What follows belongs to an exercise in optimizing a design on an open flow for small area, a short achievable clock period and few clock cycles per item; a production flow would make more cautious choices. In this exercise RTL edits were held to simulation tests only and were not proved equivalent to the original.

File: design/flow/run.sh
#!/bin/bash
# synth_recipe.tcl (not shown) runs the flow's synth.tcl, then flattens the netlist and writes it again
# the make line also repeats each setting of config.mk as NAME=value (left out here)
make -C /OpenROAD-flow-scripts/flow DESIGN_CONFIG=/design/flow/config.mk WORK_HOME=/design/flow/orfs CLKGATE_MAP_FILE= SYNTH_SCRIPT=/design/flow/synth_recipe.tcl finish
File: design/flow/config.mk
export PLATFORM = sky130hd
export DESIGN_NAME = complex_mult_pipe
export DESIGN_NICKNAME = complex_mult_pipe
export VERILOG_FILES = /design/flow/design.v
export SDC_FILE = /design/flow/constraint.sdc
export NUM_CORES = 4
export LEC_CHECK = 0
export CAP_MARGIN = 20
export CORE_MARGIN = 2
export CORE_UTILIZATION = 40
export SLEW_MARGIN = 20
File: design/flow/constraint.sdc
create_clock -name core_clock -period 6.5 [get_ports {CLK}]
set_input_delay 1.3000 -clock core_clock [delete_from_list [all_inputs] [get_ports {CLK}]]
set_output_delay 1.3000 -clock core_clock [all_outputs]
set_load 0.01 [all_outputs]
File: design/flow/design.v
module cmul_scale #(
  parameter int P     = 29,
  parameter int OUT_W = 16,
  parameter int SH    = 10,
  parameter int ROUND = 1
) (
  input  logic signed [P-1:0]     sum,
  output logic signed [OUT_W-1:0] res
  , output logic                  sat
);
  localparam int RSH = (SH > 0) ? SH - 1 : 0;
  localparam logic signed [P-1:0] RND = (ROUND != 0 && SH > 0) ? (P'(1) << RSH) : '0;
  logic signed [P-1:0] biased;
  assign biased = sum + RND;
  localparam logic signed [P-1:0] MAXV = {{(P-OUT_W+1){1'b0}}, {(OUT_W-1){1'b1}}};
  localparam logic signed [P-1:0] MINV = {{(P-OUT_W+1){1'b1}}, {(OUT_W-1){1'b0}}};
  logic signed [P-1:0] shifted;
  assign shifted = biased >>> SH;
  always_comb begin
    sat = 1'b0;
    res = shifted[OUT_W-1:0];
    if (shifted > MAXV) begin
      sat = 1'b1;
      res = MAXV[OUT_W-1:0];
    end else if (shifted < MINV) begin
      sat = 1'b1;
      res = MINV[OUT_W-1:0];
    end
  end
endmodule
module complex_mult_pipe #(
  parameter int IN0_W    = 16,
  parameter int IN0_FRAC = 8,
  parameter int IN1_W    = 12,
  parameter int IN1_FRAC = 10,
  parameter int OUT_W    = 16,
  parameter int OUT_FRAC = 8,
  parameter int ROUND    = 1
) (
  input  logic             CLK,
  input  logic             RST_N,
  input  logic             IN_VALID,
  output logic             IN_READY,
  input  logic             CONJ,
  input  logic [IN0_W-1:0] IN0_Real,
  input  logic [IN0_W-1:0] IN0_Img,
  input  logic [IN1_W-1:0] IN1_Real,
  input  logic [IN1_W-1:0] IN1_Img,
  output logic             OUT_VALID,
  input  logic             OUT_READY,
  output logic [OUT_W-1:0] OUT_Real,
  output logic [OUT_W-1:0] OUT_Img,
  output logic             OVF
);
  localparam int STAGES = 3;
  localparam int PW     = IN0_W + IN1_W;           
  localparam int P      = PW + 1;                  
  localparam int SH     = IN0_FRAC + IN1_FRAC - OUT_FRAC;
  if (OUT_FRAC > IN0_FRAC + IN1_FRAC) begin : g_frac_chk
    $error("complex_mult_pipe: OUT_FRAC must not exceed IN0_FRAC + IN1_FRAC");
  end
  typedef struct packed {
    logic             conj;
    logic [IN0_W-1:0] ar;
    logic [IN0_W-1:0] ai;
    logic [IN1_W-1:0] br;
    logic [IN1_W-1:0] bi;
  } s1_t;
  typedef struct packed {
    logic          conj;
    logic [PW-1:0] rr;    
    logic [PW-1:0] ii;    
    logic [PW-1:0] ri;    
    logic [PW-1:0] ir;    
  } s2_t;
  logic [STAGES:1] vld_q;
  logic [STAGES:0] vld_pipe;
  logic            stall;
  s1_t             s1;
  s2_t             s2;
  logic [1:0][OUT_W-1:0] out_q;
  assign stall     = vld_pipe[STAGES] & ~OUT_READY;
  assign IN_READY  = ~stall;
  assign vld_pipe  = {vld_q, IN_VALID & ~stall};
  assign OUT_VALID = vld_pipe[STAGES];
  assign OUT_Real  = out_q[0];
  assign OUT_Img   = out_q[1];
  always_ff @(posedge CLK or negedge RST_N) begin
    if (!RST_N)      vld_q <= '0;
    else if (!stall) vld_q <= vld_pipe[STAGES-1:0];
  end
  always_ff @(posedge CLK or negedge RST_N) begin
    if (!RST_N)      s1 <= '0;
    else if (!stall) s1 <= {CONJ, IN0_Real, IN0_Img,
                             IN1_Real, IN1_Img};
  end
  logic signed [PW-1:0] ar_x, ai_x, br_x, bi_x;
  assign ar_x = {{IN1_W{s1.ar[IN0_W-1]}}, s1.ar};
  assign ai_x = {{IN1_W{s1.ai[IN0_W-1]}}, s1.ai};
  assign br_x = {{IN0_W{s1.br[IN1_W-1]}}, s1.br};
  assign bi_x = {{IN0_W{s1.bi[IN1_W-1]}}, s1.bi};
  always_ff @(posedge CLK or negedge RST_N) begin
    if (!RST_N)      s2 <= '0;
    else if (!stall) s2 <= {s1.conj, PW'(ar_x * br_x), PW'(ai_x * bi_x),
                             PW'(ar_x * bi_x), PW'(ai_x * br_x)};
  end
  logic signed [P-1:0] rr, ii, ri, ir;
  assign rr = {s2.rr[PW-1], s2.rr};
  assign ii = {s2.ii[PW-1], s2.ii};
  assign ri = {s2.ri[PW-1], s2.ri};
  assign ir = {s2.ir[PW-1], s2.ir};
  logic [1:0][P-1:0] sum;
  always_comb begin
    sum = '0;
    if (s2.conj) begin
      sum[0] = rr + ii;
      sum[1] = ir - ri;
    end else begin
      sum[0] = rr - ii;
      sum[1] = ri + ir;
    end
  end
  logic [1:0][OUT_W-1:0] res;
  logic [1:0] sat;
  for (genvar g = 0; g < 2; g++) begin : g_scale
    cmul_scale #(.P(P), .OUT_W(OUT_W), .SH(SH), .ROUND(ROUND)) u_scale (
      .sum (sum[g]),
      .res (res[g])
      , .sat (sat[g])
    );
  end
  always_ff @(posedge CLK or negedge RST_N) begin
    if (!RST_N)      out_q <= '0;
    else if (!stall) out_q <= res;
  end
  logic ovf_q;
  assign OVF = ovf_q;
  always_ff @(posedge CLK or negedge RST_N) begin
    if (!RST_N)                                 ovf_q <= 1'b0;
    else if (vld_pipe[2] && !stall && (|sat))   ovf_q <= 1'b1;
  end
endmodule
==> results.sh <==
export IMPL_rr_worst_depth=18
export IMPL_start_util=0.403
export IMPL_critPathMaxFanout=15
export IMPL_gr_total_overflow=0
export IMPL_ys_ff_latch=206
export IMPL_nets=5671
export IMPL_clkLatencyLatePin_ns=0.63
export IMPL_root_buffer="clkbuf_16"
export IMPL_grt_max_degree=170
export IMPL_synth_warnings=2
export IMPL_fillers=9641
export IMPL_fmax_mhz=162
export IMPL_ant_nets=0
export IMPL_cp_num_buf_inv=1
export IMPL_skew_ns=0.0297
export IMPL_cts_max_path_buffers=3
export IMPL_whs_ns=0.467
export IMPL_cap_violations=0
export IMPL_synth_common_cells="809 x nand2_1, 804 x inv_1, 712 x fa_1, 295 x ha_1, 255 x and2_1"
export IMPL_first_pass_iters=7
export IMPL_die_y_um=319
export IMPL_status="complete, no violations"
export IMPL_rsz0062_at_grt="no"
export IMPL_setup_viol=0
export IMPL_synth_cell_types=96
export IMPL_totalWireLength_um=109000
export IMPL_worstReg2RegEnd="s2[110]"
export IMPL_crit_path_max_incr_delay_ns=0.80
export IMPL_synthCells=4516
export IMPL_path_depth=18
export IMPL_path_common_cell="fa_1"
export IMPL_timing_slew_headroom=0.367
export IMPL_critical_path_top_delay_family="adder cells"
export IMPL_setup_tns_ns=0
export IMPL_antenna_found_initial=8
export IMPL_cp_start_kind="flop"
export IMPL_clk_pin_slew_ns=0.06
export IMPL_critPathKind="reg2reg"
export IMPL_hold_violations=0
export IMPL_drc=0
export IMPL_area_growth_pct=10.9
export IMPL_cts_htree_levels=1
export IMPL_gp_congestion=0.930
export IMPL_holdPathStages=1
export IMPL_grt_pass1_vias=30500
export IMPL_synthMostInstantiatedCell="nand2_1"
export IMPL_drt_iter0_drc=2092
export IMPL_synth_area_top_cells="fa_1 36%, dfrtp_1 13%, ha_1 9.3%"
export IMPL_syn_cell_area_sq_um=39600
export IMPL_top_level_ports=96
export IMPL_hold_start="ovf_q"
export IMPL_numPortBuffers=95
export IMPL_post_drt_via_cell_ratio=5.05
export IMPL_postLayoutCoreUtil=0.447
export IMPL_r2r_start="s1[51]"
export IMPL_grt_pass1_wl_um=174000
export IMPL_cts_sinks=206
export IMPL_cp_arrival_ns=6.61
export IMPL_synth_flop_cell="dfrtp_1"
export IMPL_end_kind="flop"
export IMPL_coreArea_sq_um=98300
export IMPL_crit_required_ns=6.95
export IMPL_synth_edf_count=0
export IMPL_netlist_area_leader_share=0.360
export IMPL_cts_tree="built"
export IMPL_dp_hpwl_um=89200
export IMPL_synth_area_leader_cell="fa_1"
export IMPL_wl_per_cell_um=18.4
export IMPL_cts_buffers=30
export IMPL_crit_chain="nand2_1 > fa_1 > fa_1 > fa_1 > fa_1 > inv_1 > fa_1 > ha_1 > a21o_1 > a21o_1 > a21oi_1 > nand2_1 > o211ai_1 > o21ai_0 > or4_1 > a31oi_1 > xor2_1 > o21ai_0"
export IMPL_min_period_over_period=0.948
export IMPL_synthArstFlopShare=1.00
export IMPL_crit_start="s1[51]"
export IMPL_critPathSlowestCell="dfrtp_1"
export IMPL_fin_crit_ns=6.16
export IMPL_worst_slew_pin_slew_ns=0.950
export IMPL_report_final_slew_viol_count=0
export IMPL_row_count=115
export IMPL_synth_area_per_cell_sq_um=8.77
export IMPL_die_x_um=319
export IMPL_grt_util_all_layers=0.219
export IMPL_ys_seq_area_frac=0.130
export IMPL_min_to="ovf_q"
export IMPL_die_area_sq_um=101000
export IMPL_drive_above_1_share=0.0657
export IMPL_syn_nets=5584
export IMPL_post_cts_setup_buffer_count=0
export IMPL_min_delay_path_class="reg2reg"
export IMPL_r2r_slack_ns=0.34
export IMPL_vias=29900
flip-flops by register name (all words and copies together) (netlist names):
register / count
s1: 57
ovf_q: 1
s2: 113
vld_q: 3
out_q: 32
routing by layer:
| metal | global-route usage | share of wire | vias up | wire [um] |
|---|---|---|---|---|
| met3 | 0.0403 | 0.066 | 120 | 7190 |
| met2 | 0.338 | 0.44 | 765 | 47900 |
| met1 | 0.315 | 0.46 | 14900 | 50300 |
| met5 | 0 | 0.00019 | - | 21 |
| met4 | 0.0591 | 0.032 | 4 | 3430 |
| li1 | - | - | 14100 | - |
worst max-delay path by stage:
stage          slack, ns  endpoint
6_report            0.34   s2[110]
3_3_place_gp        0.36    s2[27]
3_5_place_dp        0.24   s2[111]
5_1_grt            0.003   s2[109]
2_1_floorplan       0.69    s2[55]
4_1_cts             0.21   s2[111]
cell usage in the layout, fill, tap and decap left out, types with 47 or more instances in the layout:
master | synthesis | layout
nand2_1 | 809 | 809
inv_1 | 804 | 804
fa_1 | 712 | 712
ha_1 | 295 | 295
and2_1 | 255 | 255
dfrtp_1 | 206 | 196
a21oi_1 | 180 | 180
nor2_1 | 179 | 179
buf_4 | 6 | 145
xnor2_1 | 142 | 142
o21ai_0 | 97 | 96
clkdlybuf4s50_1 | 0 | 94
nand2b_1 | 79 | 79
xor2_1 | 76 | 76
nor3_1 | 48 | 47
cell type report:
class                      count  area, sq um  share of cell area
antenna                        1         2.50           0.0000570
tap                         1287         1610              0.0367
inverter                     805         3030              0.0690
clock buffer                  40          848              0.0193
multi-input combinational   3299        30600               0.696
clock inverter                16          234             0.00533
sequential                   206         5170               0.118
timing repair buffer         261         2440              0.0555
through the flow:
stage | setup slack [ns] | instance area [sq um] | cells
floorplan | 0.693 | 39600 | 4516
global placement | 0.360 | 42800 | 5858
detailed placement | 0.242 | 42800 | 5858
CTS | 0.211 | 43900 | 5914
global route | 0.00294 | 43900 | 5914
finish | 0.340 | 43900 | 5915
kinds of logic (layout without fill, tap and decap cells):
kind of cell | Yosys count | count (layout) | share of synthesized area
buffers and inverters | 1011 | 1122 | 0.0977
other | 0 | 1 | 0
AOI/OAI and AO/OA | 530 | 530 | 0.0863
DFF | 206 | 206 | 0.130
xor gates and xnor gates | 218 | 218 | 0.0482
muxes | 9 | 9 | 0.00237
and+or+nand+nor | 1535 | 1535 | 0.182
adders and majority gates | 1007 | 1007 | 0.453
what timing repair did:
| action | CTS | global route |
|---|---|---|
| hold buffers | 0 | 0 |
| gates resized for setup | 0 | 17 |
| endpoints found under the setup margin | 0 | 9 |
Testbench counts, summed over its fixed seeds: cycles 16,024, items 16,000.

==> what the ideal ports hide <==
The flow's constraints put no driver on any port. The routed layout listed below was extracted and timed again, unchanged, in two steps. Step 1 assumes that a clkbuf_16 drives the clock port and a buf_2 every other input. Step 2, shift: input delay + t, output delay - t, t = (earliest + latest rising clock arrival at the registers) / 2. This alone moves slack from input paths to output paths. Slacks: ideal ports / drivers / drivers and shift; pairs: ideal ports / drivers.
shift t [ns]: 0.686
setup slack, ns: 0.340 / 0.340 / 0.340
worst setup path at the end: register to register
After both steps this run still meets setup and hold. For this run, drivers alone change the setup slack by 0.000 ns; drivers and shift together by 0.000 ns.
